What follows belongs to an exercise in optimizing a design on an open flow for small area, a short achievable clock period and few clock cycles; a production flow would make more cautious choices.
No functional check of the RTL was part of any run shown here.
No activity file was given, so power comes from the tool's default toggle rates.

File: design/flow/flow/run.sh
#!/bin/bash
# Standard layout, with timing repair aimed below the design's period.
set -euo pipefail
bash standard.sh SETUP_SLACK_MARGIN=9.5 finish > standard_flow.log 2>&1
File: design/flow/standard.sh
#!/bin/bash
# synth_recipe.tcl (not shown) runs the flow's synth.tcl, then flattens the netlist and writes it again
# the make line also repeats each setting of config.mk as NAME=value (left out here)
make -C /OpenROAD-flow-scripts/flow DESIGN_CONFIG=/design/flow/config.mk WORK_HOME=/design/flow/orfs CLKGATE_MAP_FILE= SYNTH_SCRIPT=/design/flow/synth_recipe.tcl "${@:-finish}"
File: design/flow/config.mk
export PLATFORM = sky130hd
export DESIGN_NAME = ir_text_tokenizer
export DESIGN_NICKNAME = ir_text_tokenizer
export VERILOG_FILES = /design/flow/design.v
export SDC_FILE = /design/flow/constraint.sdc
export NUM_CORES = 4
export LEC_CHECK = 0
export CAP_MARGIN = 20
export CORE_MARGIN = 2
export CORE_UTILIZATION = 40
export SLEW_MARGIN = 20
File: design/flow/constraint.sdc
create_clock -name core_clock -period 14.0 [get_ports {aclk}]
set_input_delay 2.8000 -clock core_clock [delete_from_list [all_inputs] [get_ports {aclk}]]
set_output_delay 2.8000 -clock core_clock [all_outputs]
set_load 0.01 [all_outputs]
File: design/flow/design.v
`timescale 1ns / 1ps
module ir_text_tokenizer (
    input  logic         aclk,
    input  logic         aresetn,
    input  logic         s_tvalid,
    output logic         s_tready,
    input  logic [7:0]   s_tdata,    
    input  logic         s_tuser,    
    output logic         m_tvalid,
    input  logic         m_tready,
    output logic [175:0] m_tdata,
    output logic [4:0]   m_tuser,    
    output logic         m_tlast     
);
    localparam logic [3:0] M_IDLE    = 4'd0;
    localparam logic [3:0] M_COMMENT = 4'd1;
    localparam logic [3:0] M_SEMI2   = 4'd2;
    localparam logic [3:0] M_ARROW2  = 4'd3;
    localparam logic [3:0] M_DIR     = 4'd4;
    localparam logic [3:0] M_VAL     = 4'd5;
    localparam logic [3:0] M_LAB     = 4'd6;
    localparam logic [3:0] M_IDENT   = 4'd7;
    localparam logic [3:0] M_ZERO    = 4'd8;
    localparam logic [3:0] M_DEC     = 4'd9;
    localparam logic [3:0] M_HEX     = 4'd10;
    localparam logic [4:0] K_END    = 5'd0;
    localparam logic [4:0] K_SEMI   = 5'd1;
    localparam logic [4:0] K_SEMI2  = 5'd2;
    localparam logic [4:0] K_ARROW  = 5'd3;
    localparam logic [4:0] K_COLON  = 5'd4;
    localparam logic [4:0] K_COMMA  = 5'd5;
    localparam logic [4:0] K_EQUAL  = 5'd6;
    localparam logic [4:0] K_LPAREN = 5'd7;
    localparam logic [4:0] K_RPAREN = 5'd8;
    localparam logic [4:0] K_LBRACK = 5'd9;
    localparam logic [4:0] K_RBRACK = 5'd10;
    localparam logic [4:0] K_LBRACE = 5'd11;
    localparam logic [4:0] K_RBRACE = 5'd12;
    localparam logic [4:0] K_DIR    = 5'd13;
    localparam logic [4:0] K_VAL    = 5'd14;
    localparam logic [4:0] K_LAB    = 5'd15;
    localparam logic [4:0] K_INT    = 5'd16;
    localparam logic [4:0] K_FLOAT  = 5'd17;
    localparam logic [4:0] K_IDENT  = 5'd18;
    localparam logic [4:0] K_UNEXP  = 5'd19;
    logic       iv, iend, rdy, send;
    logic [7:0] idata, sdata;
    logic       consume;             
    assign s_tready = rdy;
    always_ff @(posedge aclk) begin
        if (!aresetn) begin
            iv  <= 1'b0;
            rdy <= 1'b1;
        end else if (!iv || consume) begin
            iv  <= !rdy || s_tvalid;
            rdy <= 1'b1;
        end else if (s_tvalid && rdy) begin
            rdy <= 1'b0;
        end
    end
    always_ff @(posedge aclk) begin
        if (!iv || consume) begin
            if (!rdy) begin
                iend  <= send;
                idata <= sdata;
            end else begin
                iend  <= s_tuser;
                idata <= s_tdata;
            end
        end
        if (rdy) begin
            send  <= s_tuser;
            sdata <= s_tdata;
        end
    end
    logic        hv;                 
    logic [7:0]  c;                  
    logic [3:0]  mode;
    logic [15:0] ln, cl, of;
    logic        tv, tlast;
    logic [4:0]  tkind;
    logic [15:0] tl, tc, to, tlen;
    logic [63:0] acc;
    logic        fneg, fpoint;
    logic fire;
    assign fire = iv && (!tv || m_tready);
    logic c_digit, c_lower, c_upper, c_start, c_body, c_hex, c_ws, c_lf;
    logic c_semi, c_slash, c_minus, c_x, c_sigil, c_single;
    logic [4:0] c_kind;
    logic [3:0] c_dig;
    always_comb begin
        c_digit = (c >= 8'h30) && (c <= 8'h39);
        c_lower = (c >= 8'h61) && (c <= 8'h7A);
        c_upper = (c >= 8'h41) && (c <= 8'h5A);
        c_start = c_lower || c_upper || (c == 8'h5F);
        c_body  = c_start || c_digit || (c == 8'h2E);
        c_hex   = c_digit || ((c >= 8'h61) && (c <= 8'h66)) || ((c >= 8'h41) && (c <= 8'h46));
        c_lf    = (c == 8'h0A);
        c_ws    = (c == 8'h20) || (c == 8'h09) || (c == 8'h0D) || c_lf;
        c_semi  = (c == 8'h3B);
        c_slash = (c == 8'h2F);
        c_minus = (c == 8'h2D);
        c_x     = (c == 8'h78) || (c == 8'h58);
        c_sigil = (c == 8'h40) || (c == 8'h25) || (c == 8'h2E);
        c_single = 1'b1;
        case (c)
            8'h3A:   c_kind = K_COLON;
            8'h2C:   c_kind = K_COMMA;
            8'h3D:   c_kind = K_EQUAL;
            8'h28:   c_kind = K_LPAREN;
            8'h29:   c_kind = K_RPAREN;
            8'h5B:   c_kind = K_LBRACK;
            8'h5D:   c_kind = K_RBRACK;
            8'h7B:   c_kind = K_LBRACE;
            8'h7D:   c_kind = K_RBRACE;
            default: begin c_kind = K_UNEXP; c_single = 1'b0; end
        endcase
        c_dig = c_digit ? c[3:0] : (c[3:0] + 4'd9);
    end
    logic n_slash, n_semi, n_gt, n_digit;
    always_comb begin
        n_slash = !iend && (idata == 8'h2F);
        n_semi  = !iend && (idata == 8'h3B);
        n_gt    = !iend && (idata == 8'h3E);
        n_digit = !iend && (idata >= 8'h30) && (idata <= 8'h39);
    end
    logic is_open;
    assign is_open = mode[3] || mode[2];
    logic [4:0] open_kind;
    always_comb begin
        case (mode)
            M_DIR:    open_kind = K_DIR;
            M_VAL:    open_kind = K_VAL;
            M_LAB:    open_kind = K_LAB;
            M_IDENT:  open_kind = K_IDENT;
            M_SEMI2:  open_kind = K_SEMI2;
            M_ARROW2: open_kind = K_ARROW;
            default:  open_kind = fpoint ? K_FLOAT : K_INT;
        endcase
    end
    logic [66:0] sdec;
    logic [4:0]  kk;
    logic [63:0] acc_step;
    logic        big_step;
    always_comb begin
        kk = fneg ? {1'b0, c[3:0]} + 5'd9 : {1'b0, c[3:0]};
        sdec = {acc, 3'b000} + {2'b00, acc, 1'b0} + {62'd0, kk};
        if (mode == M_HEX) begin
            acc_step = {acc[59:0], c_dig};
            big_step = (acc[62:59] != 4'd0);
        end else begin
            acc_step = sdec[63:0];
            big_step = !acc[63] &&
                       ((acc[62:0] > 63'd922337203685477580) ||
                        ((acc[62:0] == 63'd922337203685477580) && (kk >= 5'd8)) ||
                        ((acc[62:0] == 63'd922337203685477579) && (kk == 5'd18)));
        end
    end
    logic        closeA;             
    logic        pair;               
    logic        cont;               
    logic        emitB;              
    logic [4:0]  bkind;
    logic        idle_path;          
    logic [3:0]  mode_n;
    logic        start, start_sig;   
    logic        acc_digit, num_start, point_set;
    always_comb begin
        closeA = 1'b0;
        pair = 1'b0;
        cont = 1'b0;
        emitB = 1'b0;
        bkind = K_UNEXP;
        idle_path = 1'b0;
        mode_n = mode;
        start = 1'b0;
        start_sig = 1'b0;
        acc_digit = 1'b0;
        num_start = 1'b0;
        point_set = 1'b0;
        case (mode)
            M_COMMENT: begin
                if (c_lf) mode_n = M_IDLE;
            end
            M_SEMI2, M_ARROW2: begin
                closeA = 1'b1;
                pair = 1'b1;
                mode_n = M_IDLE;
            end
            M_DIR, M_VAL, M_LAB, M_IDENT: begin
                if (c_body) cont = 1'b1;
                else begin
                    closeA = 1'b1;
                    idle_path = 1'b1;
                end
            end
            M_ZERO, M_DEC: begin
                if ((mode == M_ZERO) && c_x) begin
                    cont = 1'b1;
                    mode_n = M_HEX;
                end else if (c_digit) begin
                    cont = 1'b1;
                    mode_n = M_DEC;
                    acc_digit = !fpoint;
                end else if ((c == 8'h2E) && !fpoint && n_digit) begin
                    cont = 1'b1;
                    mode_n = M_DEC;
                    point_set = 1'b1;
                end else begin
                    closeA = 1'b1;
                    idle_path = 1'b1;
                end
            end
            M_HEX: begin
                if (c_hex) begin
                    cont = 1'b1;
                    acc_digit = 1'b1;
                end else begin
                    closeA = 1'b1;
                    idle_path = 1'b1;
                end
            end
            default: idle_path = 1'b1;
        endcase
        if (idle_path) begin
            mode_n = M_IDLE;
            if (c_ws) begin
            end else if (c_slash && n_slash) begin
                mode_n = M_COMMENT;
            end else if (c_semi) begin
                start = 1'b1;
                if (n_semi) mode_n = M_SEMI2;
                else begin emitB = 1'b1; bkind = K_SEMI; end
            end else if (c_minus && n_gt) begin
                start = 1'b1;
                mode_n = M_ARROW2;
            end else if (c_single) begin
                start = 1'b1;
                emitB = 1'b1;
                bkind = c_kind;
            end else if (c_sigil) begin
                start = 1'b1;
                start_sig = 1'b1;
                mode_n = (c == 8'h40) ? M_DIR : (c == 8'h25) ? M_VAL : M_LAB;
            end else if (c_digit || (c_minus && n_digit)) begin
                start = 1'b1;
                num_start = 1'b1;
                mode_n = (c == 8'h30) ? M_ZERO : M_DEC;
            end else if (c_start) begin
                start = 1'b1;
                mode_n = M_IDENT;
            end else begin
                start = 1'b1;
                emitB = 1'b1;
                bkind = K_UNEXP;
            end
        end
    end
    logic judge, split, closeT, emitD, loadT, advance;
    always_comb begin
        judge   = hv;
        split   = judge && closeA && start;
        closeT  = (judge && closeA) || (!hv && iend && is_open);
        emitD   = !hv && iend && !is_open;
        loadT   = (judge && !closeA && start) || emitD;
        advance = judge && !split;
        consume = fire && ((advance && !iend) || (!hv && (!iend || !is_open)));
    end
    logic [15:0] ln_n, cl_n, of_n;
    always_comb begin
        ln_n = ln;
        cl_n = cl;
        of_n = of + 16'd1;
        if (c_lf) begin
            if (ln != 16'hFFFF) ln_n = ln + 16'd1;
            cl_n = 16'd1;
        end else if (cl != 16'hFFFF) begin
            cl_n = cl + 16'd1;
        end
    end
    always_ff @(posedge aclk) begin
        if (!aresetn) begin
            hv   <= 1'b0;
            mode <= M_IDLE;
            ln   <= 16'd1;
            cl   <= 16'd1;
            of   <= 16'd0;
            tv   <= 1'b0;
        end else begin
            if (fire) begin
                if (split) begin
                    mode <= M_IDLE;
                end else if (judge) begin
                    mode <= mode_n;
                    ln   <= ln_n;
                    cl   <= cl_n;
                    of   <= of_n;
                    hv   <= !iend;
                end else begin
                    if (iend) mode <= M_IDLE;
                    else hv <= 1'b1;
                end
            end
            if (fire && (closeT || (judge && emitB && !closeA) || emitD)) tv <= 1'b1;
            else if (m_tready) tv <= 1'b0;
        end
    end
    always_ff @(posedge aclk) begin
        if (fire) begin
            if (!hv || advance) c <= idata;
            if (closeT) begin
                tkind <= open_kind;
                tlast <= hv && !iend && !emitB;
            end else if (loadT) begin
                tkind <= emitD ? K_END : bkind;
                tlast <= emitD || !iend;
            end
            if (loadT) begin
                tl <= ln;
                tc <= cl;
                to <= start_sig ? of_n : of;
            end
            if (loadT) tlen <= {15'd0, !emitD && !start_sig};
            else if (advance && (cont || pair)) tlen <= tlen + 16'd1;
            if (loadT && num_start) begin
                fneg   <= c_minus;
                fpoint <= 1'b0;
                acc    <= c_minus ? {64{1'b1}} : {60'd0, c[3:0]};
            end else if (loadT || (advance && point_set)) begin
                fneg   <= 1'b0;
                fpoint <= point_set;
                acc    <= 64'd0;
            end else if (advance && acc_digit) begin
                acc <= big_step ? 64'h7FFFFFFFFFFFFFFF : acc_step;
            end else if (closeT) begin
                fneg <= 1'b0;
                acc  <= acc ^ {64{fneg}};
            end
        end
    end
    assign m_tvalid = tv;
    assign m_tlast  = tlast;
    assign m_tuser  = tkind;
    assign m_tdata  = {acc,
                       16'd0, tlen, 16'd0, to, 8'd0, tc, 8'd0, tl};
endmodule
==> flow_summary.yaml, run 1 <==
logic_synthesis:
  postSynth.asyncResetShare_pct: 0
  synth_warnings: 1
  syn_area_sq_mm: 0.0164
  synth_edf_count: 153
  synth-seq-cells: 218
  syn_area_per_cell_sq_um: 8.82
  ys.flop_type: "edfxtp_1"
  synth_cell_type_count: 84
  ys_seq_area_share_pct: 35.9
  postSynthCellCount: 1860
setup_path:
  critical_path_class: "register to register"
  crit_top_cell: "o211ai_1"
  cp-end-kind: "register"
  r2r_cells: 16
  crit_required_ns: 14.30
  arrival_ns: 4.80
  max_stage_delay_ns: 0.58
  cpMaxStageDelayCell: "fa_1"
  worstPathCellList: "ha_4 > and2_4 > o21ai_2 > inv_2 > fa_1 > ha_4 > o211ai_1 > o211ai_1 > a31o_2 > a311oi_4 > and3_4 > o211ai_1 > a41o_1 > a21oi_2 > xor2_1 > a22oi_1"
  start_kind: "register"
  critPathMaxFanout: 4
sta:
  final-setup-viol-count: 0
  hold_slack_ns: 0.460
  period_needed_ns: 4.49
  fmax_ghz: 0.223
  tns_ns: 0
  finalHoldViolCount: 0
  drv_slew: 0
  worst_slew_pin_slew_ns: 0.970
  max_slew_margin_pct: 34.8
  period_share_pct: 32.1
  clock_skew_ns: 0.0291
  grt_setup_unrepaired: "true"
clocking:
  htree_num_levels: 1
  clk_latency_ns: 0.57
  clk_pin_slew_ns: 0.06
  cts_num_sinks: 218
  clock_path_buffers: 3
  hold_buffers: 0
  ctsRootBufferMaster: "clkbuf_16"
  numCtsBuffers: 25
  cts_tree: "done"
run:
  cap_violations: 0
global_routing:
  grt_overflow: 0
  grt_use_met1_pct: 31.9
  gr-usage-met2_pct: 37.0
  busiest_layer: "met2"
  grt_pass1_wl_mm: 77.4
  antenna_found_initial: 0
  global_route.usage.met3_pct: 3.52
  grt_pass1_vias: 13763
  grt_max_degree: 86
  grtUsageTotal_pct: 23.0
route:
  routed_wl_mm: 50.8
  drt_first_pass_iters: 7
  avgViaCountPerCell: 5.71
  num_vias: 14900
  wl_per_cell_um: 19.5
  drc: 0
  ant_nets: 0
  drt_first_iter_violations: 881
run_status:
  status: "no timing/DRC/antenna violations"
final_layout:
  drive_above_1_share_pct: 11.9
  nets: 2205
  final_common_cell: "nand2_1"
  final.fill_count: 3813
  layout_common_cells: "nand2_1 (213), nor2_1 (168), edfxtp_1 (153), a21oi_1 (149), clkdlybuf4s50_1 (148)"
  area.growth.synth_to_final_pct: 22.9
  n_antenna_cell: 0
min_path:
  hold_path.class: "register to register"
  min_path_cells: 0
pwr:
  netSwitchingFraction_pct: 33.4
  ir_drop_mv: 0.0917
  p_total_w: 0.00213
  p_per_area_mw_per_mm2: 106
  p_int_w: 0.00142
  p_comb_share_pct: 32.3
  p_switching_w: 0.000712
  clockPowerShare_pct: 31.4
  p_seq_share_pct: 36.3
  leakage_nw: 8.05
die:
  ioPinCount: 197
  die_w_um: 207
  coreArea_sq_mm: 0.0406
  row_count: 74
  start_util_pct: 40.4
  die_y_um: 207
  die-area_sq_mm: 0.0427
placement:
  hpwl_mm: 33.4
  io_buffers: 148
  gp_congestion: 0.922
what timing repair did:
item / CTS / global route
endpoints found under the hold margin: 0 / 0
setup endpoints to repair: 153 / 156
pin swaps: 5 / 32
buffers inserted: 50 / 62
gates cloned: 1 / 1
resized for setup: 33 / 43
synthesized netlist by cell type, drive strengths merged, types with 6 or more instances:
library cell	count	area, sq um
a32oi	8	70.1
mux2	12	135
xor2	111	972
ha	131	1640
clkbuf	80	300
nand4	36	231
nor4	10	68.8
or2	9	56.3
a21o	38	285
inv	37	139
nand2b	11	68.8
nand3	53	265
a221oi	7	61.3
o21bai	11	82.6
nor2b	12	75.1
edfxtp	153	4590
o21a	10	75.1
xnor2	78	683
o31ai	8	60.1
a31oi	15	100
o211ai	18	135
a21oi	156	781
buf	68	464
nor3	33	176
o21ai	108	541
o221ai	35	307
dfxtp	65	1300
a211oi	14	105
and2	13	81.3
a22oi	11	82.6
o31a	6	52.6
nand2	215	810
nor2	169	634
and3	31	194
a41oi	7	68.8
or3	15	93.8
power by group through the flow:
| stage | Combinational (W) | Sequential (W) | Clock (W) |
|---|---|---|---|
| detailed placement | 0.000585 | 0.000808 | 0 |
| global placement | 0.000580 | 0.000807 | 0 |
| CTS | 0.000638 | 0.000778 | 0.000684 |
| floorplan | 0.000432 | 0.000794 | 0 |
| global route | 0.000758 | 0.000777 | 0.000712 |
| finish | 0.000690 | 0.000774 | 0.000671 |
metal layers:
layer  routed length, um  vias up
met5                   0        -
met4                1360        0
met3                3410       85
met2               23200      494
met1               22800     7210
li1                    -     7111
metrics by stage:
stage	area (sq um)	worst slack (ns)	util, %	instances
after detailed placement	18100	8.52	44.6	2450
after floorplan	16600	9.42	-	1907
after global routing	20200	9.38	49.6	2610
final	20200	9.51	49.6	2610
after global placement	18100	8.56	44.6	2450
after CTS	19500	9.39	47.9	2547
cells by family (layout without fill, tap and decap cells):
logic type               Yosys count  in the layout  share of synthesized area [%]
adder cells (fa/ha/maj)          133            133                           10.2
buffers and inverters            186            355                           5.53
AO/OA/AOI/OAI                    485            487                           18.9
flip-flops                       218            218                           35.9
AND/OR/NAND/NOR                  632            632                           18.2
other                              1             48                         0.0229
multiplexers                      16             16                           1.07
XOR/XNOR                         189            189                           10.1
state kept, by name (all words and copies together) (netlist names), 4 cells and up:
register and count:
mode 4, to 16, tl 16, of 16
tc 16, tlen 16, idata 8, sdata 8
cl 16, c 8, tkind 5, ln 16
acc 64
worst max-delay path, delay by kind of cell, from the launching register on:
kind            cells  cell delay, ns
compound gates      9            2.04
buf+inv             1            0.05
fa+ha+maj           3            1.01
flops               1            0.47
simple gates        2            0.43
xor+xnor            1            0.22
final cells by class:
| class | count | area [sq um] | area share, % |
|---|---|---|---|
| clock buffer | 31 | 658 | 3.26 |
| clock inverter | 15 | 174 | 0.863 |
| inverter | 38 | 144 | 0.714 |
| multi-input combinational | 1505 | 10200 | 50.5 |
| sequential | 218 | 5900 | 29.3 |
| tap | 532 | 666 | 3.30 |
| timing repair buffer | 271 | 2440 | 12.1 |
final timing paths:
path | start | to | slack [ns]
setup / recovery | c[1] | acc[39] | 9.51
hold reg to reg | idata[5] | c[5] | 0.46
setup reg to reg | c[1] | acc[39] | 9.51
hold / removal | idata[5] | c[5] | 0.46
==> inputs of run 2 (changes only) <==
--- a/design/flow/design.v
+++ b/design/flow/design.v
@@ -142,2 +142,3 @@
     logic [4:0]  kk;
+    logic [66:0] ax, ay, au, av, pg_g, pg_p;
     logic [63:0] acc_step;
@@ -146,3 +147,19 @@
         kk = fneg ? {1'b0, c[3:0]} + 5'd9 : {1'b0, c[3:0]};
-        sdec = {acc, 3'b000} + {2'b00, acc, 1'b0} + {62'd0, kk};
+        ax = {acc, 3'b000};
+        ay = {2'b00, acc, 1'b0};
+        au = ax ^ ay ^ {62'd0, kk};
+        av = {((ax & ay) | (ax & {62'd0, kk}) | (ay & {62'd0, kk})), 1'b0};
+        pg_g = au & av;
+        pg_p = au ^ av;
+        for (int d = 1; d < 67; d = d * 2)
+            for (int i = 2 * d - 1; i < 67; i = i + 2 * d) begin
+                pg_g[i] = pg_g[i] | (pg_p[i] & pg_g[i - d]);
+                pg_p[i] = pg_p[i] & pg_p[i - d];
+            end
+        for (int d = 32; d >= 1; d = d / 2)
+            for (int i = 3 * d - 1; i < 67; i = i + 2 * d) begin
+                pg_g[i] = pg_g[i] | (pg_p[i] & pg_g[i - d]);
+                pg_p[i] = pg_p[i] & pg_p[i - d];
+            end
+        sdec = (au ^ av) ^ {pg_g[65:0], 1'b0};
         if (mode == M_HEX) begin
==> flow_summary.yaml, run 2 <==
run_status:
  status: "no timing/DRC/antenna violations"
setup_path:
  crit_required_ns: 11.20
  critical_path_class: "register to output pin"
  arrival_ns: 1.77
  cp-end-kind: "output pin"
  r2r_cells: 21
  start_kind: "register"
  critPathMaxFanout: 4
route:
  routed_wl_mm: 44.0
  ant_nets: 0
  avgViaCountPerCell: 5.46
  drt_first_iter_violations: 850
  drc: 0
  num_vias: 13370
  drt_first_pass_iters: 5
  wl_per_cell_um: 18.0
logic_synthesis:
  synth_cell_type_count: 83
  syn_area_sq_mm: 0.0159
  ys.flop_type: "edfxtp_1"
  synth_area_leaders: "edfxtp_1 (29%), ha_1 (10%), dfxtp_1 (8.2%)"
  syn_area_per_cell_sq_um: 9.44
  postSynthCellCount: 1684
  synth.top_cell.area_share_pct: 28.9
  synth-seq-cells: 218
  synth_edf_count: 153
  yosysMostFrequentCell: "nor2_1"
  synth_common_cells: "nor2_1 (154), edfxtp_1 (153), nand2_1 (150), ha_1 (128), xor2_1 (124)"
  yosys.area.top_type: "edfxtp_1"
  synth_warnings: 1
  postSynth.asyncResetShare_pct: 0
  ys_seq_area_share_pct: 37.1
sta:
  period_share_pct: 32.6
  hold_slack_ns: 0.442
  worst_slew_pin_slew_ns: 1.07
  tns_ns: 0
  grt_setup_unrepaired: "true"
  max_slew_margin_pct: 29.0
  final-setup-viol-count: 0
  fmax_ghz: 0.219
  clock_skew_ns: 0.0174
  finalHoldViolCount: 0
  period_needed_ns: 4.57
  drv_slew: 0
placement:
  dp.cells: 2285
  io_buffers: 148
  hpwl_mm: 28.5
  gp_congestion: 0.865
global_routing:
  grt_max_degree: 85
  grt_pass1_vias: 13140
  grt_overflow: 0
  antenna_found_initial: 0
  grt_pass1_wl_mm: 69.4
  grtUsageTotal_pct: 20.6
die:
  coreArea_sq_mm: 0.0395
  start_util_pct: 40.3
  die_y_um: 203
  row_count: 73
  die-area_sq_mm: 0.0414
  die_w_um: 203
  ioPinCount: 197
min_path:
  min_path_cells: 0
  hold_path.class: "register to register"
clocking:
  ctsRootBufferMaster: "clkbuf_16"
  clk_pin_slew_ns: 0.06
  hold_buffers: 0
  htree_num_levels: 1
  cts_num_sinks: 218
  cts_tree: "done"
  clock_path_buffers: 3
  numCtsBuffers: 26
  clk_latency_ns: 0.56
final_layout:
  layout_common_cells: "edfxtp_1 (153), nor2_1 (152), nand2_1 (145), clkdlybuf4s50_1 (143), xor2_1 (124)"
  post-route-util_pct: 49.7
  final_common_cell: "edfxtp_1"
  nets: 2076
  n_antenna_cell: 0
  area.growth.synth_to_final_pct: 23.2
  largest_reg_flops: 64
  largest_register: "acc"
  final-instance-count-excl-fill: 2447
  drive_above_1_share_pct: 12.3
pwr:
  leakage_nw: 7.96
  p_per_area_mw_per_mm2: 101
  ir_drop_mv: 0.0722
run:
  cap_violations: 0
==> run 2: worst paths after layout <==
check	from	to	slack, ns
setup / recovery	acc[27]	m_tdata[139]	9.43
hold / removal	idata[5]	c[5]	0.44
setup reg to reg	c[0]	acc[63]	9.54
hold reg to reg	idata[5]	c[5]	0.44
==> run 2: layer usage <==
layer | GRT usage (%) | vias to the layer above | part of all wire [%]
met1 | 27.6 | 6529 | 46
li1 | - | 6446 | -
met4 | 6.86 | 0 | 3.1
met5 | 0 | - | 0
met2 | 34.0 | 311 | 46
met3 | 3.26 | 84 | 4.7
==> run 2: final cells by class <==
cell class / count / area, sq um
fillers: 3708 / 19900
flip-flops and latches: 218 / 5900
inverters: 93 / 353
repair inverters: 1 / 7.51
clock inverters: 5 / 61.3
clock buffers: 43 / 724
multi-input cells: 1287 / 9410
repair buffers: 275 / 2480
well taps: 525 / 657
==> run 2: where the power goes <==
| group | switching, W | leakage [nW] | internal, W | total (W) |
|---|---|---|---|---|
| registers | 0.0000395 | 1.94 | 0.000743 | 0.000782 |
| clock network | 0.000276 | 0.379 | 0.000370 | 0.000646 |
| logic | 0.000303 | 5.64 | 0.000257 | 0.000560 |
| total | 0.000618 | 7.96 | 0.00137 | 0.00199 |
==> run 2: cell families after synthesis <==
logic type / after synthesis / share of synthesized area (%)
flops: 218 / 37.1
simple gates: 546 / 16.8
compound gates: 354 / 15.3
xor+xnor: 167 / 9.20
buf+inv: 226 / 6.65
mux: 11 / 0.779
fa+ha+maj: 161 / 14.2
other cells: 1 / 0.0236
==> run 2: worst max-delay path: stages, from the launching register on <==
cell and delay, ns:
edfxtp_1 0.45, buf_4 0.17, buf_4 0.13, clkdlybuf4s50_1 0.47
==> run 2: stage by stage <==
stage | instance area [sq um] | worst slack, ns | power (W)
detailed placement | 17700 | 8.70 | 0.00129
CTS | 19000 | 9.41 | 0.00197
floorplan | 16100 | 9.43 | 0.00114
global route | 19600 | 9.33 | 0.00210
global placement | 17700 | 8.86 | 0.00128
finish | 19600 | 9.43 | 0.00199
==> run 2: repair_timing <==
item / 4_1_cts / 5_1_grt
setup endpoints to repair: 145 / 110
buffers inserted: 69 / 43
gates resized for setup: 12 / 47
pin swaps: 5 / 28
cloned: 0 / 2
==> inputs of run 3 (changes only) <==
==> design/flow/flow/run.sh (replaced) <==
#!/bin/bash
# Standard layout, with timing repair aimed below the design's period.
set -euo pipefail
bash standard.sh SETUP_SLACK_MARGIN=10.0 finish > standard_flow.log 2>&1
==> flow_summary.yaml, run 3 <==
final_layout:
  drive_above_1_share_pct: 26.2
  n_antenna_cell: 0
  final_common_cell: "buf_4"
  nets: 2151
  area.growth.synth_to_final_pct: 28.2
  largest_register: "acc"
  layout_common_cells: "buf_4 (154), edfxtp_1 (153), nor2_1 (149), nand2_1 (140)"
  largest_reg_flops: 64
route:
  ant_nets: 0
  avgViaCountPerCell: 5.48
  routed_wl_mm: 45.8
  wl_per_cell_um: 18.2
  drt_first_pass_iters: 5
  drt_first_iter_violations: 808
  num_vias: 13811
  drc: 0
setup_path:
  r2r_cells: 20
  crit_required_ns: 14.32
  critical_path_class: "register to register"
  cpMaxStageDelayCell: "edfxtp_1"
  crit_end: "acc[63]"
  cp-startpoint: "c[2]"
  start_kind: "register"
  max_stage_delay_ns: 0.55
  r2r-start: "c[2]"
  arrival_ns: 4.76
  worstReg2RegEnd: "acc[63]"
  cp-end-kind: "register"
  reg2reg_slack_ns: 9.56
  worstPathCellList: "nand2_4 > o221ai_4 > fa_1 > fa_2 > a21oi_4 > nor2_2 > o211ai_1 > buf_4 > a21oi_4 > o21a_1 > a21o_1 > a21oi_2 > o31a_1 > fa_2 > xor2_1 > xnor2_1 > nor2_1 > a21oi_1 > o22ai_1 > a21o_1"
  critPathMaxFanout: 7
placement:
  dpl_worst_slack_ns: 8.80
  io_buffers: 148
  hpwl_mm: 28.4
  gp_congestion: 0.853
min_path:
  hold_path.class: "register to register"
  hold_path_startpoint: "idata[5]"
global_routing:
  antenna_found_initial: 0
  grt_overflow: 0
  grt_pass1_wl_mm: 72.3
  grtUsageTotal_pct: 21.6
  grt_pass1_vias: 13447
  grt_max_degree: 101
die:
  die_y_um: 203
  ioPinCount: 197
  coreArea_sq_mm: 0.0395
  start_util_pct: 40.3
  row_count: 73
  die-area_sq_mm: 0.0414
  die_w_um: 203
logic_synthesis:
  synth_warnings: 1
  synth.top_cell.area_share_pct: 28.9
  synth_common_cells: "nor2_1 (154), edfxtp_1 (153), nand2_1 (150), ha_1 (128), xor2_1 (124)"
  syn_area_per_cell_sq_um: 9.44
  yosys.area.top_type: "edfxtp_1"
  synth_cell_type_count: 83
  postSynthCellCount: 1684
  ys_seq_area_share_pct: 37.1
  synth_edf_count: 153
  ys.flop_type: "edfxtp_1"
  yosysMostFrequentCell: "nor2_1"
  synth_area_leaders: "edfxtp_1 (29%), ha_1 (10%), dfxtp_1 (8.2%)"
  synth-seq-cells: 218
  syn_area_sq_mm: 0.0159
  postSynth.asyncResetShare_pct: 0
run:
  cap_violations: 0
clocking:
  htree_num_levels: 1
  clk_pin_slew_ns: 0.06
  clk_latency_ns: 0.56
  numCtsBuffers: 26
  clock_path_buffers: 3
  ctsRootBufferMaster: "clkbuf_16"
  cts_num_sinks: 218
  cts_tree: "done"
sta:
  clock_skew_ns: 0.0158
  drv_slew: 0
  postLayoutSetupSlackWorst_ns: 9.56
  grt_setup_unrepaired: "true"
  worst_slew_pin_slew_ns: 1.11
  period_needed_ns: 4.44
  final-setup-viol-count: 0
  tns_ns: 0
  max_slew_margin_pct: 25.8
  fmax_ghz: 0.225
  period_share_pct: 31.7
  finalHoldViolCount: 0
pwr:
  ir_drop_mv: 0.115
  p_total_w: 0.00211
  leakage_nw: 8.51
  p_per_area_mw_per_mm2: 103
run_status:
  status: "no timing/DRC/antenna violations"
==> run 3: cell count changes in the layout (fill, tap and decap cells not counted), moves of 12 or more <==
cell             delta
buf_6              +58
buf_4              +35
clkbuf_2           +19
fa_2               +12
clkbuf_1           -14
buf_2              +77
clkdlybuf4s50_1   -133
fa_1               -12
a21oi_2            +22
a21oi_1            -24
==> run 3: worst min path at each step <==
stage	end	slack, ns	cells past startpoint
after CTS	c[5]	0.44	0
after global routing	c[7]	0.46	0
after detailed placement	c[5]	0.43	0
final	c[5]	0.45	0
after global placement	c[5]	0.43	0
after floorplan	c[5]	0.42	0
==> run 3: power breakdown <==
part           switching (W)  internal (W)
registers          0.0000289      0.000742
clock network       0.000295      0.000420
logic               0.000340      0.000281
==> run 3: area by class of cell <==
class | count | area, sq um
inverters | 93 | 358
fillers | 3626 | 19100
clock inverters | 16 | 165
flip-flops and latches | 218 | 5900
repair buffers | 348 | 2780
multi-input cells | 1289 | 9770
well taps | 525 | 657
clock buffers | 32 | 747
repair inverters | 1 | 7.51
==> run 3: what timing repair did <==
action	in CTS	in global routing
setup buffers	160	25
setup endpoints to repair	420	238
pin swaps	69	52
gates cloned	4	1
hold buffers	0	0
gates resized for setup	601	100
==> run 3: logic make-up (layout without fill, tap and decap cells) <==
logic type               after synthesis  after routing  synth area share, %
AO/OA/AOI/OAI                        354            356                 15.3
XOR/XNOR                             167            167                 9.20
adder cells (fa/ha/maj)              161            161                 14.2
buffers and inverters                226            490                 6.65
flip-flops                           218            218                 37.1
multiplexers                          11             11                0.779
other                                  1             48               0.0236
AND/OR/NAND/NOR                      546            546                 16.8
==> run 3: layer usage <==
metal	part of all wire (%)	GRT usage, %	up-vias	routed length (um)
li1	-	-	6604	-
met1	44	29.2	6737	20300
met2	48	36.0	383	21900
met3	4.9	2.68	87	2230
met4	3.1	7.06	0	1400
met5	0	0	-	0
==> run 3: metrics by stage <==
stage | util, % | hold slack (ns) | cells | cell area (sq um)
floorplan | - | 0.418 | 1731 | 16200
CTS | 50.8 | 0.445 | 2496 | 20000
global route | 51.6 | 0.458 | 2522 | 20400
finish | 51.6 | 0.447 | 2522 | 20400
global placement | 45.0 | 0.428 | 2284 | 17800
detailed placement | 45.0 | 0.430 | 2284 | 17800
==> run 3: worst max-delay path: cells and delay by family (launching register included) <==
kind | cells | cell delay [ns]
AOI/OAI and AO/OA | 11 | 1.79
adders and majority gates | 3 | 1.13
and+or+nand+nor | 3 | 0.26
xor gates and xnor gates | 2 | 0.31
DFF | 1 | 0.55
buffers and inverters | 1 | 0.17
==> inputs of run 4 (changes only) <==
==> design/flow/flow/run.sh (replaced) <==
#!/bin/bash
# Standard layout, with timing repair aimed below the design's period.
set -euo pipefail
bash standard.sh SETUP_SLACK_MARGIN=10.5 finish > standard_flow.log 2>&1
==> flow_summary.yaml, run 4 <==
global_routing:
  antenna_found_initial: 1
  grt_max_degree: 81
  grt_overflow: 0
  grt_pass1_wl_mm: 78.9
  grt_pass1_vias: 14202
  grtUsageTotal_pct: 23.9
final_layout:
  final_area_sq_mm: 0.0225
  area.growth.synth_to_final_pct: 41.8
  n_antenna_cell: 0
  largest_register: "acc"
  drive_above_1_share_pct: 33.6
  layout_common_cells: "buf_4 (161), edfxtp_1 (153), nor2_1 (140), nand2_1 (127), ha_1 (123)"
  final_common_cell: "buf_4"
  nets: 2246
  final-instance-count-excl-fill: 2617
  largest_reg_flops: 64
  post-route-util_pct: 57.1
logic_synthesis:
  ys_seq_area_share_pct: 37.1
  synth_area_leaders: "edfxtp_1 (29%), ha_1 (10%), dfxtp_1 (8.2%)"
  synth_common_cells: "nor2_1 (154), edfxtp_1 (153), nand2_1 (150), ha_1 (128), xor2_1 (124)"
  yosys.area.top_type: "edfxtp_1"
  synth-seq-cells: 218
  syn_area_per_cell_sq_um: 9.44
  ys.flop_type: "edfxtp_1"
  synth_warnings: 1
  synth_cell_type_count: 83
  postSynth.asyncResetShare_pct: 0
  syn_area_sq_mm: 0.0159
  postSynthCellCount: 1684
  yosysMostFrequentCell: "nor2_1"
  synth.top_cell.area_share_pct: 28.9
  synth_edf_count: 153
route:
  drt_first_pass_iters: 7
  drt_first_iter_violations: 790
  wl_per_cell_um: 19.9
  routed_wl_mm: 52.2
  avgViaCountPerCell: 5.58
  drc: 0
  ant_nets: 0
  num_vias: 14610
clocking:
  clk_latency_ns: 0.57
  clock_path_buffers: 3
  htree_num_levels: 1
  cts_num_sinks: 218
  cts_tree: "done"
  ctsRootBufferMaster: "clkbuf_16"
  numCtsBuffers: 26
  clk_pin_slew_ns: 0.06
  hold_buffers: 0
die:
  die_y_um: 203
  coreArea_sq_mm: 0.0395
  die-area_sq_mm: 0.0414
  start_util_pct: 40.3
  ioPinCount: 197
  die_w_um: 203
  row_count: 73
setup_path:
  critPathMaxFanout: 6
  critical_path_class: "register to register"
  cpMaxStageDelayCell: "edfxtp_1"
  crit_required_ns: 14.43
  cp-end-kind: "register"
  crit_top_cell: "buf_6"
  arrival_ns: 4.99
  cp_top_family: "buffers and inverters"
  start_kind: "register"
  max_stage_delay_ns: 0.52
  critPathBufInv: 22
pwr:
  p_comb_share_pct: 31.8
  p_per_area_mw_per_mm2: 97.1
  p_seq_share_pct: 35.3
  p_switching_w: 0.000696
  ir_drop_mv: 0.0850
  p_int_w: 0.00149
  leakage_nw: 9.61
  netSwitchingFraction_pct: 31.8
  clockPowerShare_pct: 32.9
sta:
  period_share_pct: 32.5
  period_needed_ns: 4.55
  tns_ns: 0
  drv_slew: 0
  final-setup-viol-count: 0
  max_slew_margin_pct: 20.4
  grt_setup_unrepaired: "true"
  finalHoldViolCount: 0
  clock_skew_ns: 0.0151
  hold_slack_ns: 0.442
  fmax_ghz: 0.220
  worst_slew_pin_slew_ns: 1.19
placement:
  hpwl_mm: 28.6
  dp.cells: 2282
  io_buffers: 148
  placed_area_sq_mm: 0.0179
  gp_congestion: 0.898
min_path:
  hold_path.class: "register to register"
run:
  cap_violations: 0
run_status:
  status: "no timing/DRC/antenna violations"
==> run 4: cell counts after synthesis <==
Identical to the previous run, type by type.
==> run 4: worst paths after layout <==
kind	start	endpoint	slack, ns	cells after the start
setup / recovery	c[1]	acc[35]	9.45	30
hold / removal	idata[5]	c[5]	0.44	0
setup reg to reg	c[1]	acc[35]	9.45	30
hold reg to reg	idata[5]	c[5]	0.44	0
==> run 4: repair_timing <==
action / in CTS / in global routing
setup endpoints to repair: 433 / 420
buffers inserted: 216 / 39
pin swaps: 88 / 85
gates resized for setup: 800 / 117
gates cloned: 23 / 8
==> run 4: layout make-up <==
class,count,area (sq um)
clock buffers,34,732
clock inverters,14,166
fillers,3334,16900
inverters,93,353
multi-input cells,1291,10400
flip-flops and latches,218,5900
well taps,525,657
repair buffers,441,4310
repair inverters,1,7.51
==> run 4: per-stage QoR <==
step           total power, W  setup WS [ns]
2_1_floorplan         0.00116           9.43
3_3_place_gp          0.00130           8.86
3_5_place_dp          0.00131           8.80
4_1_cts               0.00214           9.57
5_1_grt               0.00230           9.27
6_report              0.00219           9.45
==> run 4: cells by family (layout without fill, tap and decap cells) <==
family / count (synthesis) / count (layout) / share of synthesized area (%)
buf+inv: 226 / 583 / 6.65
flops: 218 / 218 / 37.1
other cells: 1 / 48 / 0.0236
fa+ha+maj: 161 / 161 / 14.2
xor+xnor: 167 / 167 / 9.20
compound gates: 354 / 357 / 15.3
simple gates: 546 / 547 / 16.8
mux: 11 / 11 / 0.779
==> run 4: power by group through the flow <==
| stage | sequential [W] | clock [W] | combinational [W] |
|---|---|---|---|
| 5_1_grt | 0.000776 | 0.000757 | 0.000764 |
| 4_1_cts | 0.000771 | 0.000729 | 0.000640 |
| 2_1_floorplan | 0.000803 | 0 | 0.000359 |
| 3_3_place_gp | 0.000815 | 0 | 0.000488 |
| 3_5_place_dp | 0.000815 | 0 | 0.000498 |
| 6_report | 0.000773 | 0.000720 | 0.000697 |
==> run 4: per-layer routing <==
layer  track usage, %  share of wire (%)  vias up
met5                0              0.025        -
met4             6.62                2.7        2
met3             3.63                6.4      100
met2             40.1                 48      498
met1             31.9                 43     7216
li1                 -                  -     6794
==> inputs of run 5 (changes only) <==
--- a/design/flow/design.v
+++ b/design/flow/design.v
@@ -126,2 +126,21 @@
     end
+    logic n_body, n_hex, n_x, n_dot, n_minus, n_ws, n_sigil, n_start, n_single;
+    always_comb begin
+        n_start  = !iend && (((idata >= 8'h61) && (idata <= 8'h7A)) ||
+                             ((idata >= 8'h41) && (idata <= 8'h5A)) || (idata == 8'h5F));
+        n_dot    = !iend && (idata == 8'h2E);
+        n_body   = n_start || n_digit || n_dot;
+        n_hex    = n_digit || (!iend && (((idata >= 8'h61) && (idata <= 8'h66)) ||
+                                         ((idata >= 8'h41) && (idata <= 8'h46))));
+        n_x      = !iend && ((idata == 8'h78) || (idata == 8'h58));
+        n_minus  = !iend && (idata == 8'h2D);
+        n_ws     = !iend && ((idata == 8'h20) || (idata == 8'h09) || (idata == 8'h0D) ||
+                             (idata == 8'h0A));
+        n_sigil  = !iend && ((idata == 8'h40) || (idata == 8'h25) || (idata == 8'h2E));
+        case (idata)
+            8'h3A, 8'h2C, 8'h3D, 8'h28, 8'h29, 8'h5B, 8'h5D, 8'h7B, 8'h7D:
+                     n_single = !iend;
+            default: n_single = 1'b0;
+        endcase
+    end
     logic is_open;
@@ -141,3 +160,3 @@
     logic [66:0] sdec;
-    logic [4:0]  kk;
+    logic [4:0]  kk;                 
     logic [66:0] ax, ay, au, av, pg_g, pg_p;
@@ -146,3 +165,2 @@
     always_comb begin
-        kk = fneg ? {1'b0, c[3:0]} + 5'd9 : {1'b0, c[3:0]};
         ax = {acc, 3'b000};
@@ -285,2 +303,35 @@
     end
+    logic       open_n, fneg_n, fpoint_n, n_closes, n_tricky, n_emits, preclose;
+    logic       n2_avail, n2_end;
+    logic [4:0] pkind;
+    always_comb begin
+        open_n   = mode_n[3] || mode_n[2];
+        fneg_n   = loadT ? (num_start && c_minus) : fneg;
+        fpoint_n = point_set || (fpoint && !loadT);
+        case (mode_n)
+            M_ZERO:  n_closes = !(n_x || n_digit || n_dot);
+            M_DEC:   n_closes = !n_digit && !(n_dot && !fpoint_n);
+            M_HEX:   n_closes = !n_hex;
+            default: n_closes = !n_body;
+        endcase
+        n_tricky = n_semi || n_slash || n_minus;
+        n_emits  = n_single || !(n_ws || n_sigil || n_digit || n_start || n_tricky);
+        n2_avail = !rdy || s_tvalid;
+        n2_end   = rdy ? s_tuser : send;
+        preclose = judge && !closeA && (cont || start) && open_n && !fneg_n &&
+                   (iend || (n_closes && !n_tricky && n2_avail));
+        case (mode_n)
+            M_DIR:   pkind = K_DIR;
+            M_VAL:   pkind = K_VAL;
+            M_LAB:   pkind = K_LAB;
+            M_IDENT: pkind = K_IDENT;
+            default: pkind = fpoint_n ? K_FLOAT : K_INT;
+        endcase
+    end
+    logic fneg_d;
+    always_comb begin
+        if (loadT && num_start) fneg_d = c_minus;
+        else if (loadT || (advance && point_set) || closeT) fneg_d = 1'b0;
+        else fneg_d = fneg;
+    end
     logic [15:0] ln_n, cl_n, of_n;
@@ -310,3 +361,3 @@
                 end else if (judge) begin
-                    mode <= mode_n;
+                    mode <= preclose ? M_IDLE : mode_n;
                     ln   <= ln_n;
@@ -320,3 +371,4 @@
             end
-            if (fire && (closeT || (judge && emitB && !closeA) || emitD)) tv <= 1'b1;
+            if (fire && (closeT || (judge && emitB && !closeA) || emitD || preclose))
+                tv <= 1'b1;
             else if (m_tready) tv <= 1'b0;
@@ -330,2 +382,5 @@
                 tlast <= hv && !iend && !emitB;
+            end else if (preclose) begin
+                tkind <= pkind;
+                tlast <= !iend && !n2_end && !n_emits;
             end else if (loadT) begin
@@ -341,4 +396,5 @@
             else if (advance && (cont || pair)) tlen <= tlen + 16'd1;
+            if (!hv || advance) kk <= {1'b0, idata[3:0]} + (fneg_d ? 5'd9 : 5'd0);
+            fneg <= fneg_d;
             if (loadT && num_start) begin
-                fneg   <= c_minus;
                 fpoint <= 1'b0;
@@ -346,3 +402,2 @@
             end else if (loadT || (advance && point_set)) begin
-                fneg   <= 1'b0;
                 fpoint <= point_set;
@@ -352,3 +407,2 @@
             end else if (closeT) begin
-                fneg <= 1'b0;
                 acc  <= acc ^ {64{fneg}};
==> design/flow/flow/run.sh (replaced) <==
#!/bin/bash
# Standard layout, with timing repair aimed below the design's period and
# small port buffers.
set -euo pipefail
bash standard.sh SETUP_SLACK_MARGIN=10.0 "BUFFER_PORTS_ARGS=-buffer_cell sky130_fd_sc_hd__buf_1" finish > standard_flow.log 2>&1
==> flow_summary.yaml, run 5 <==
run_status:
  status: "no timing/DRC/antenna violations"
sta:
  worst_slew_pin_slew_ns: 0.933
  drv_slew: 0
  tns_ns: 0
  finalHoldViolCount: 0
  max_slew_margin_pct: 37.4
  hold_slack_ns: 0.472
  fmax_ghz: 0.210
  postLayoutSetupSlackWorst_ns: 9.24
  final-setup-viol-count: 0
  period_needed_ns: 4.76
  grt_setup_unrepaired: "true"
  period_share_pct: 34.0
  clock_skew_ns: 0.0232
die:
  row_count: 74
  coreArea_sq_mm: 0.0407
  start_util_pct: 40.4
  die-area_sq_mm: 0.0428
  die_y_um: 207
  die_w_um: 207
  ioPinCount: 197
global_routing:
  grt_pass1_vias: 13470
  grt_max_degree: 90
  grt_pass1_wl_mm: 73.6
  antenna_found_initial: 0
  grt_overflow: 0
  grtUsageTotal_pct: 21.5
final_layout:
  layout_common_cells: "nand2_1 (168), buf_4 (160), edfxtp_1 (158), xor2_1 (139), nor2_1 (138)"
  largest_register: "acc"
  nets: 2199
  final_common_cell: "nand2_1"
  n_antenna_cell: 0
  post-route-util_pct: 50.2
  largest_reg_flops: 64
  area.growth.synth_to_final_pct: 24.4
  drive_above_1_share_pct: 19.5
placement:
  dpl_worst_slack_ns: 8.70
  io_buffers: 148
  gp_congestion: 0.926
  hpwl_mm: 29.8
clocking:
  numCtsBuffers: 27
  cts_tree: "done"
  ctsRootBufferMaster: "clkbuf_16"
  clock_path_buffers: 3
  hold_buffers: 0
  clk_latency_ns: 0.59
  clk_pin_slew_ns: 0.06
  htree_num_levels: 1
  cts_num_sinks: 223
route:
  drt_first_iter_violations: 1244
  drc: 0
  routed_wl_mm: 48.4
  wl_per_cell_um: 18.8
  drt_first_pass_iters: 5
  ant_nets: 0
  avgViaCountPerCell: 5.56
  num_vias: 14311
min_path:
  hold_path.class: "register to register"
setup_path:
  max_stage_delay_ns: 0.49
  worstPathCellList: "ha_1 > ha_1 > a21oi_1 > o21ai_1 > a221o_1 > a2111o_1 > or3_4 > a211oi_4 > nor4b_4 > o2111ai_2 > a2111o_1 > a31o_2 > fa_2 > xor2_1 > xnor2_1 > nand2_1 > nor2_1 > nor2_1 > o21ai_1"
  reg2reg_slack_ns: 9.24
  crit_required_ns: 14.30
  critical_path_depth: 19
  cpMaxStageDelayCell: "edfxtp_1"
  cp_top_family: "compound AO/OA/AOI/OAI gates"
  r2r-start: "acc[8]"
  cp-end-kind: "register"
  cp-startpoint: "acc[8]"
  start_kind: "register"
  critPathBufInv: 0
  r2r_cells: 19
  critPathMaxFanout: 6
  worstReg2RegEnd: "acc[63]"
  critical_path_class: "register to register"
  arrival_ns: 5.06
  crit_end: "acc[63]"
logic_synthesis:
  syn_area_sq_mm: 0.0165
  synth_cell_type_count: 99
  synth_common_cells: "nand2_1 (176), edfxtp_1 (158), nor2_1 (145), xor2_1 (139), ha_1 (131)"
  ys_seq_area_share_pct: 36.7
  syn_area_per_cell_sq_um: 9.50
  synth-seq-cells: 223
  synth_warnings: 1
  yosys.area.top_type: "edfxtp_1"
  synth_area_leaders: "edfxtp_1 (29%), ha_1 (10%), dfxtp_1 (7.9%)"
  postSynthCellCount: 1732
  synth_edf_count: 158
  postSynth.asyncResetShare_pct: 0
  synth.top_cell.area_share_pct: 28.8
  yosysMostFrequentCell: "nand2_1"
  ys.flop_type: "edfxtp_1"
pwr:
  leakage_nw: 8.50
  p_total_w: 0.00212
  ir_drop_mv: 0.0936
  p_per_area_mw_per_mm2: 103
run:
  cap_violations: 0
-- run 5: cell types whose count changed after synthesis, moves of 9 or more --
cell	change
o21ai_0	+62
o221ai_1	-28
xnor2_1	-13
nand3_1	-20
nor2_1	-9
a21oi_1	-27
nand2_1	+26
a22oi_1	+30
xor2_1	+15
-- run 5: final cells by class --
type                    count  area (sq um)
clock buffers              35           716
clock inverters            14           121
fillers                  3761         20300
inverters                  85           325
multi-input cells        1344         10200
flip-flops and latches    223          6050
well taps                 532           666
repair buffers            341          2430
-- run 5: worst min path at each step --
stage,startpoint,endpoint,slack (ns),depth (start not counted)
floorplan,idata[2],c[2],0.42,0
CTS,sdata[7],sdata[7],0.48,1
global placement,sdata[4],sdata[4],0.46,1
detailed placement,sdata[5],sdata[5],0.46,1
global route,sdata[4],sdata[4],0.49,1
finish,sdata[7],sdata[7],0.47,1
-- run 5: routing by layer --
layer  vias up  track usage, %  routed length [um]
li1       6791               -                   -
met1      6841            29.6               21100
met2       548            33.9               21900
met3       131            3.45                3450
met4         0            8.71                1900
met5         -               0                   0
-- run 5: logic make-up after synthesis --
kind of cell | count (synthesis) | synth area share, %
other | 1 | 0.0228
flip-flops | 223 | 36.7
AND/OR/NAND/NOR | 549 | 16.6
multiplexers | 16 | 1.06
AO/OA/AOI/OAI | 395 | 16.4
adder cells (fa/ha/maj) | 164 | 14.0
XOR/XNOR | 169 | 9.00
buffers and inverters | 215 | 6.20
-- run 5: what timing repair did --
| action | in CTS | in global routing |
|---|---|---|
| buffers inserted | 103 | 69 |
| setup endpoints to repair | 290 | 222 |
| resized for setup | 95 | 77 |
| cloned | 7 | 2 |
| pin swaps | 27 | 25 |
-- run 5: worst reg2reg max path, stage by stage (launching register included) --
cell       delay (ns)
edfxtp_1         0.49
ha_1             0.34
ha_1             0.35
a21oi_1          0.17
o21ai_1          0.12
a221o_1          0.34
a2111o_1         0.43
or3_4            0.42
a211oi_4         0.36
nor4b_4          0.09
o2111ai_2        0.23
a2111o_1         0.20
a31o_2           0.17
fa_2             0.20
xor2_1           0.18
xnor2_1          0.09
nand2_1          0.06
nor2_1           0.06
nor2_1           0.09
o21ai_1          0.08
-- run 5: stage by stage --
stage / std cells / instance area [sq um]
after floorplan: 1779 / 16800
after global placement: 2344 / 17500
after detailed placement: 2344 / 17500
after CTS: 2503 / 19600
after global routing: 2574 / 20500
final: 2574 / 20500
-- run 5: report_power, final --
part | internal, W | switching, W | leakage, nW | total [W]
registers | 0.000757 | 0.0000413 | 2.07 | 0.000798
clock network | 0.000382 | 0.000299 | 0.411 | 0.000681
logic | 0.000282 | 0.000355 | 6.02 | 0.000637
total | 0.00142 | 0.000695 | 8.50 | 0.00212
==> inputs of run 6 (changes only) <==
==> design/flow/flow/run.sh (replaced) <==
#!/bin/bash
# Standard layout, with timing repair aimed below the design's period,
# small port buffers and a clock tree of smaller buffers without dummy loads.
set -euo pipefail
bash standard.sh SETUP_SLACK_MARGIN=9.5 \
  "BUFFER_PORTS_ARGS=-buffer_cell sky130_fd_sc_hd__buf_1" \
  "CTS_BUF_LIST=sky130_fd_sc_hd__clkbuf_4 sky130_fd_sc_hd__clkbuf_8" \
  "CTS_ARGS=-sink_clustering_enable -repair_clock_nets -dont_use_dummy_load" \
  finish > standard_flow.log 2>&1
==> flow_summary.yaml, run 6 <==
global_routing:
  grt_use_met1_pct: 28.8
  grt_max_degree: 103
  global_route.usage.met3_pct: 2.56
  busiest_layer: "met2"
  grt_overflow: 0
  antenna_found_initial: 0
  gr-usage-met2_pct: 32.6
  grt_pass1_wl_mm: 70.6
  grt_pass1_vias: 12764
  grtUsageTotal_pct: 20.4
sta:
  period_needed_ns: 4.77
  clock_skew_ns: 0.0966
  period_share_pct: 34.1
  finalHoldViolCount: 0
  fmax_ghz: 0.210
  final-setup-viol-count: 0
  worst_slew_pin_slew_ns: 1.10
  tns_ns: 0
  max_slew_margin_pct: 26.6
  drv_slew: 0
  grt_setup_unrepaired: "true"
clocking:
  clock_path_buffers: 3
  cts_num_sinks: 223
  numCtsBuffers: 28
  hold_buffers: 0
  clk_pin_slew_ns: 0.06
  ctsRootBufferMaster: "clkbuf_16"
  cts_tree: "done"
  clk_latency_ns: 0.60
  htree_num_levels: 1
logic_synthesis:
  synth_cell_type_count: 99
  ys_seq_area_share_pct: 36.7
  synth_top_family_by_area: "simple AND/OR/NAND/NOR gates"
  synth_mux_area_share_pct: 1.06
  synth-xor-area-share_pct: 9.00
  synth_adder_area_share_pct: 14.0
  yosys.area.top_type: "edfxtp_1"
  synth_warnings: 1
  synth.top_cell.area_share_pct: 28.8
  synth_edf_count: 158
  syn_area_sq_mm: 0.0165
  postSynth.asyncResetShare_pct: 0
  ys.flop_type: "edfxtp_1"
  synth-simple-area-share_pct: 16.6
  synth_common_cells: "nand2_1 (176), edfxtp_1 (158), nor2_1 (145), xor2_1 (139), ha_1 (131)"
  postSynthCellCount: 1732
  synth_area_leaders: "edfxtp_1 (29%), ha_1 (10%), dfxtp_1 (7.9%)"
  synth-compound-area-share_pct: 16.4
  syn_area_per_cell_sq_um: 9.50
  yosysMostFrequentCell: "nand2_1"
  synth-seq-cells: 223
die:
  die-area_sq_mm: 0.0428
  coreArea_sq_mm: 0.0407
  die_y_um: 207
  ioPinCount: 197
  row_count: 74
  die_w_um: 207
  start_util_pct: 40.4
setup_path:
  r2r_cells: 20
  crit_required_ns: 14.23
  cp-end-kind: "register"
  arrival_ns: 5.00
  critical_path_class: "register to register"
  start_kind: "register"
  critPathMaxFanout: 7
final_layout:
  n_antenna_cell: 0
  area.growth.synth_to_final_pct: 15.9
  final.fill_count: 3841
  post-route-util_pct: 46.8
  final_common_cell: "nand2_1"
  layout_common_cells: "nand2_1 (171), edfxtp_1 (158), buf_1 (148), nor2_1 (143), xor2_1 (139)"
  nets: 2079
  drive_above_1_share_pct: 12.2
  largest_register: "acc"
  largest_reg_flops: 64
pwr:
  p_per_area_mw_per_mm2: 105
  leakage_nw: 7.55
  ir_drop_mv: 0.0859
run:
  cap_violations: 0
route:
  wl_per_cell_um: 18.5
  ant_nets: 0
  drt_first_iter_violations: 872
  routed_wl_mm: 44.9
  drt_first_pass_iters: 5
  avgViaCountPerCell: 5.62
  drc: 0
  num_vias: 13669
min_path:
  hold_path.class: "register to register"
  min_path_cells: 1
placement:
  gp_congestion: 0.911
  hpwl_mm: 30.0
  io_buffers: 148
run_status:
  status: "no timing/DRC/antenna violations"
run 6: worst paths after layout:
kind,to,start,slack (ns)
worst max-delay path,acc[47],acc[5],9.23
worst min-delay path,sdata[5],sdata[5],0.47
worst max register to register,acc[47],acc[5],9.23
worst min register to register,sdata[5],sdata[5],0.47
run 6: per-stage QoR:
| stage | instance area [sq um] | instances | total power, W | setup WS (ns) | hold slack (ns) |
|---|---|---|---|---|---|
| after floorplan | 16700 | 1779 | 0.00121 | 9.41 | 0.424 |
| after global placement | 17400 | 2342 | 0.00132 | 8.45 | 0.456 |
| after detailed placement | 17400 | 2343 | 0.00133 | 8.77 | 0.461 |
| after CTS | 18500 | 2400 | 0.00197 | 9.15 | 0.475 |
| after global routing | 19100 | 2432 | 0.00212 | 9.02 | 0.486 |
| final | 19100 | 2432 | 0.00201 | 9.23 | 0.473 |
run 6: area by class of cell:
type | count | area (sq um) | share of cell area (%)
clock buffers | 28 | 701 | 3.67
inverters | 85 | 319 | 1.67
multi-input cells | 1342 | 10100 | 52.9
flip-flops and latches | 223 | 6050 | 31.7
well taps | 532 | 666 | 3.49
repair buffers | 222 | 1240 | 6.51
run 6: logic make-up after synthesis:
group                    count (synthesis)
AO/OA/AOI/OAI                          395
XOR/XNOR                               169
adder cells (fa/ha/maj)                164
buffers and inverters                  215
flip-flops                             223
multiplexers                            16
other                                    1
AND/OR/NAND/NOR                        549
run 6: where the power goes:
group,switching [W],internal [W]
clock,0.000261,0.000346
combinational,0.000328,0.000253
sequential,0.0000587,0.000758
run 6: repair_timing:
| action | CTS | global route |
|---|---|---|
| resized for setup | 40 | 74 |
| buffers inserted | 28 | 31 |
| pin swaps | 20 | 56 |
| gates cloned | 1 | 1 |
| endpoints found under the setup margin | 133 | 167 |
run 6: metal layers:
metal,up-vias,share of wire [%]
met5,-,0
met3,91,6.0
li1,6523,-
met4,0,2.8
met2,459,47
met1,6596,44
run 6: worst max-delay path: stages, from the launching register on:
cell and delay (ns):
edfxtp_1 0.52, buf_4 0.21, ha_4 0.21, ha_1 0.29, and2_4 0.15, a221oi_4 0.30
a2111oi_4 0.13, a2111o_1 0.37, or3_4 0.37, a211oi_4 0.36, buf_4 0.18, buf_6 0.10
or2_4 0.11, and2_4 0.14, o21bai_1 0.08, a21oi_2 0.17, fa_2 0.22, xor2_1 0.17
nand2_1 0.08, o21ai_1 0.12, a22oi_1 0.11
==> inputs of run 7 (changes only) <==
--- a/design/flow/design.v
+++ b/design/flow/design.v
@@ -117,3 +117,3 @@
         endcase
-        c_dig = c_digit ? c[3:0] : (c[3:0] + 4'd9);
+        c_dig = c[6] ? (c[3:0] + 4'd9) : c[3:0];    
     end
@@ -159,5 +159,5 @@
     end
-    logic [66:0] sdec;
+    logic [63:0] sdec;
     logic [4:0]  kk;                 
-    logic [66:0] ax, ay, au, av, pg_g, pg_p;
+    logic [63:0] ax, ay, au, av, pg_g, pg_p;
     logic [63:0] acc_step;
@@ -165,10 +165,11 @@
     always_comb begin
-        ax = {acc, 3'b000};
-        ay = {2'b00, acc, 1'b0};
-        au = ax ^ ay ^ {62'd0, kk};
-        av = {((ax & ay) | (ax & {62'd0, kk}) | (ay & {62'd0, kk})), 1'b0};
+        ax = {acc[60:0], 3'b000};
+        ay = {acc[62:0], 1'b0};
+        au = ax ^ ay ^ {59'd0, kk};
+        av = {((ax[62:0] & ay[62:0]) | (ax[62:0] & {58'd0, kk}) | (ay[62:0] & {58'd0, kk})),
+              1'b0};
         pg_g = au & av;
         pg_p = au ^ av;
-        for (int d = 1; d < 67; d = d * 2)
-            for (int i = 2 * d - 1; i < 67; i = i + 2 * d) begin
+        for (int d = 1; d < 64; d = d * 2)
+            for (int i = 63; i >= d; i = i - 1) begin
                 pg_g[i] = pg_g[i] | (pg_p[i] & pg_g[i - d]);
@@ -176,8 +177,3 @@
             end
-        for (int d = 32; d >= 1; d = d / 2)
-            for (int i = 3 * d - 1; i < 67; i = i + 2 * d) begin
-                pg_g[i] = pg_g[i] | (pg_p[i] & pg_g[i - d]);
-                pg_p[i] = pg_p[i] & pg_p[i - d];
-            end
-        sdec = (au ^ av) ^ {pg_g[65:0], 1'b0};
+        sdec = (au ^ av) ^ {pg_g[62:0], 1'b0};
         if (mode == M_HEX) begin
@@ -186,3 +182,3 @@
         end else begin
-            acc_step = sdec[63:0];
+            acc_step = sdec;
             big_step = !acc[63] &&
@@ -338,11 +334,5 @@
     always_comb begin
-        ln_n = ln;
-        cl_n = cl;
+        ln_n = c_lf ? ln + {15'd0, ~&ln} : ln;
+        cl_n = c_lf ? 16'd1 : cl + {15'd0, ~&cl};
         of_n = of + 16'd1;
-        if (c_lf) begin
-            if (ln != 16'hFFFF) ln_n = ln + 16'd1;
-            cl_n = 16'd1;
-        end else if (cl != 16'hFFFF) begin
-            cl_n = cl + 16'd1;
-        end
     end
@@ -397,4 +387,4 @@
             if (!hv || advance) kk <= {1'b0, idata[3:0]} + (fneg_d ? 5'd9 : 5'd0);
-            fneg <= fneg_d;
             if (loadT && num_start) begin
+                fneg   <= c_minus;
                 fpoint <= 1'b0;
@@ -402,2 +392,3 @@
             end else if (loadT || (advance && point_set)) begin
+                fneg   <= 1'b0;
                 fpoint <= point_set;
@@ -407,2 +398,3 @@
             end else if (closeT) begin
+                fneg <= 1'b0;
                 acc  <= acc ^ {64{fneg}};
==> design/flow/flow/run.sh (replaced) <==
#!/bin/bash
# Standard layout, with timing repair aimed below the design's period,
# small port buffers and a clock tree of smaller buffers without dummy loads.
set -euo pipefail
bash standard.sh SETUP_SLACK_MARGIN=9.5 \
  "BUFFER_PORTS_ARGS=-buffer_cell sky130_fd_sc_hd__buf_1" \
  "CTS_ARGS=-sink_clustering_enable -repair_clock_nets -dont_use_dummy_load -buf_list {sky130_fd_sc_hd__clkbuf_4 sky130_fd_sc_hd__clkbuf_8}" \
  finish > standard_flow.log 2>&1
==> flow_summary.yaml, run 7 <==
sta:
  finalHoldViolCount: 0
  max_slew_margin_pct: 21.8
  tns_ns: 0
  drv_slew: 0
  worst_slew_pin_slew_ns: 1.16
  clock_skew_ns: 0.0635
  hold_slack_ns: 0.475
  fmax_ghz: 0.230
  period_needed_ns: 4.35
  final-setup-viol-count: 0
  period_share_pct: 31.1
  grt_setup_unrepaired: "true"
placement:
  dp.cells: 2545
  io_buffers: 148
  hpwl_mm: 34.4
  gp_congestion: 0.924
final_layout:
  final-instance-count-excl-fill: 2598
  drive_above_1_share_pct: 6.73
  nets: 2205
  largest_register: "acc"
  area.growth.synth_to_final_pct: 9.01
  layout_common_cells: "nand2_1 (190), a21oi_1 (170), edfxtp_1 (158), nor2_1 (157), buf_1 (148)"
  final.fill_count: 4279
  n_antenna_cell: 0
  final_common_cell: "nand2_1"
  largest_reg_flops: 64
route:
  drt_first_iter_violations: 1295
  drt_first_pass_iters: 5
  routed_wl_mm: 48.3
  num_vias: 14965
  ant_nets: 0
  avgViaCountPerCell: 5.76
  wl_per_cell_um: 18.6
  drc: 0
setup_path:
  r2r-start: "acc[0]"
  worstPathCellList: "buf_4 > ha_1 > ha_1 > fa_1 > a211oi_2 > o211ai_1 > a221oi_4 > o211ai_1 > a211oi_4 > nor3_1 > o31ai_2 > o21ai_1 > mux2_2 > a211oi_1"
  cp-end-kind: "register"
  cpMaxStageDelayCell: "edfxtp_1"
  critical_path_depth: 14
  critPathMaxFanout: 5
  critPathBufInv: 1
  worstReg2RegEnd: "acc[62]"
  critical_path_class: "register to register"
  cp_top_family: "compound AO/OA/AOI/OAI gates"
  start_kind: "register"
  r2r_cells: 14
  reg2reg_slack_ns: 9.65
  crit_required_ns: 14.35
  arrival_ns: 4.70
  max_stage_delay_ns: 0.47
run:
  cap_violations: 0
logic_synthesis:
  ys.flop_type: "edfxtp_1"
  synth_warnings: 1
  synth.top_cell.area_share_pct: 27.5
  syn_area_sq_mm: 0.0173
  postSynthCellCount: 1942
  synth_area_leaders: "edfxtp_1 (27%), ha_1 (9.8%), dfxtp_1 (7.5%)"
  synth-seq-cells: 223
  yosysMostFrequentCell: "nand2_1"
  syn_area_per_cell_sq_um: 8.88
  ys_seq_area_share_pct: 35.0
  postSynth.asyncResetShare_pct: 0
  synth_cell_type_count: 96
  yosys.area.top_type: "edfxtp_1"
  synth_edf_count: 158
  synth_common_cells: "nand2_1 (191), a21oi_1 (172), nor2_1 (160), edfxtp_1 (158), ha_1 (135)"
clocking:
  hold_buffers: 0
  clk_pin_slew_ns: 0.06
  clk_latency_ns: 0.56
  cts_tree: "done"
  clock_path_buffers: 3
  cts_num_sinks: 223
  htree_num_levels: 2
  ctsRootBufferMaster: "clkbuf_8"
  numCtsBuffers: 41
die:
  row_count: 76
  coreArea_sq_mm: 0.0428
  die-area_sq_mm: 0.0448
  start_util_pct: 40.3
  die_w_um: 212
  die_y_um: 212
  ioPinCount: 197
pwr:
  p_per_area_mw_per_mm2: 100
  p_comb_share_pct: 29.9
  netSwitchingFraction_pct: 34.4
  leakage_nw: 7.06
  ir_drop_mv: 0.0745
  p_seq_share_pct: 43.4
  clockPowerShare_pct: 26.8
  p_switching_w: 0.000647
  p_int_w: 0.00123
global_routing:
  grt_overflow: 0
  grtUsageTotal_pct: 21.1
  grt_max_degree: 77
  antenna_found_initial: 0
  grt_pass1_vias: 13959
  grt_pass1_wl_mm: 76.5
min_path:
  whs_endpoint: "tl[15]"
  min_path_cells: 0
  hold_path.class: "register to register"
  hold_path_startpoint: "ln[15]"
run_status:
  status: "no timing/DRC/antenna violations"
==> run 7: what timing repair did <==
item                       CTS  global route
setup endpoints to repair   44            30
hold endpoints to repair     0             0
pin swaps                    4             7
setup buffers                6             6
gates cloned                 0             0
gates resized for setup      9            11
==> run 7: cell families (layout without fill, tap and decap cells) <==
logic type	Yosys count	count (layout)	share of synthesized area, %
adders and majority gates	138	138	10.1
AOI/OAI and AO/OA	544	544	20.1
and+or+nand+nor	647	647	18.7
xor gates and xnor gates	184	184	9.34
buffers and inverters	181	244	5.16
DFF	223	223	35.0
other	1	48	0.0217
muxes	24	24	1.49
==> run 7: power by group through the flow <==
stage	Sequential, W	Clock [W]	Combinational [W]
final	0.000816	0.000504	0.000562
after global routing	0.000822	0.000548	0.000629
after CTS	0.000816	0.000521	0.000554
after detailed placement	0.000830	0	0.000540
after global placement	0.000829	0	0.000534
after floorplan	0.000817	0	0.000418
==> run 7: cell type report <==
cell class,count,area [sq um],share of cell area (%)
Multi-Input combinational cell,1585,10700,56.7
Sequential cell,223,6050,32.1
Timing Repair Buffer,173,747,3.97
Tap cell,546,683,3.63
Clock buffer,41,564,3.00
Inverter,30,113,0.599
==> run 7: routing by layer <==
layer | wire, um | track usage, %
met5 | 0 | 0
met4 | 1340 | 6.48
met3 | 2600 | 2.60
met2 | 22200 | 34.0
met1 | 22200 | 29.6
==> run 7: stage by stage <==
| step | cell area [sq um] | util, % | total power [W] | setup WS, ns |
|---|---|---|---|---|
| detailed placement | 18100 | 42.2 | 0.00137 | 8.29 |
| CTS | 18700 | 43.8 | 0.00189 | 9.54 |
| global placement | 18100 | 42.2 | 0.00136 | 8.33 |
| floorplan | 17500 | - | 0.00123 | 9.33 |
| global route | 18800 | 44.0 | 0.00200 | 9.48 |
| finish | 18800 | 44.0 | 0.00188 | 9.65 |
==> run 7: worst max-delay path by stage <==
stage	startpoint	to	slack, ns
3_3_place_gp	m_tready	tlen[10]	8.33
5_1_grt	acc[1]	acc[59]	9.48
2_1_floorplan	m_tready	tlen[0]	9.33
4_1_cts	acc[0]	acc[62]	9.54
6_report	acc[0]	acc[62]	9.65
3_5_place_dp	m_tready	tlen[13]	8.29

## static timing again, ports no longer ideal
Ports are ideal in the flow. The routed layouts listed here were re-timed in OpenROAD.
Step 1 assumes that a clkbuf_16 drives the clock port and a buf_2 every other input.
Step 2 times the ports against the registers' clock, not the clock port: input delays grow and output delays shrink by t, the midpoint of the rising clock arrivals with the driver on.
Slacks: no drivers / after step 1 / after step 2; pairs: no drivers / after step 1.
run	shift t [ns]	setup slack, ns
run 1	0.611	9.509 / 9.478 / 8.999
run 2	0.608	9.434 / 9.380 / 8.955
run 3	0.608	9.563 / 9.563 / 9.516
run 4	0.613	9.445 / 9.445 / 9.445
run 5	0.635	9.235 / 9.235 / 9.235
run 6	0.600	9.232 / 9.232 / 9.124
run 7	0.587	9.649 / 9.649 / 9.128
After both steps every run listed still meets setup and hold.
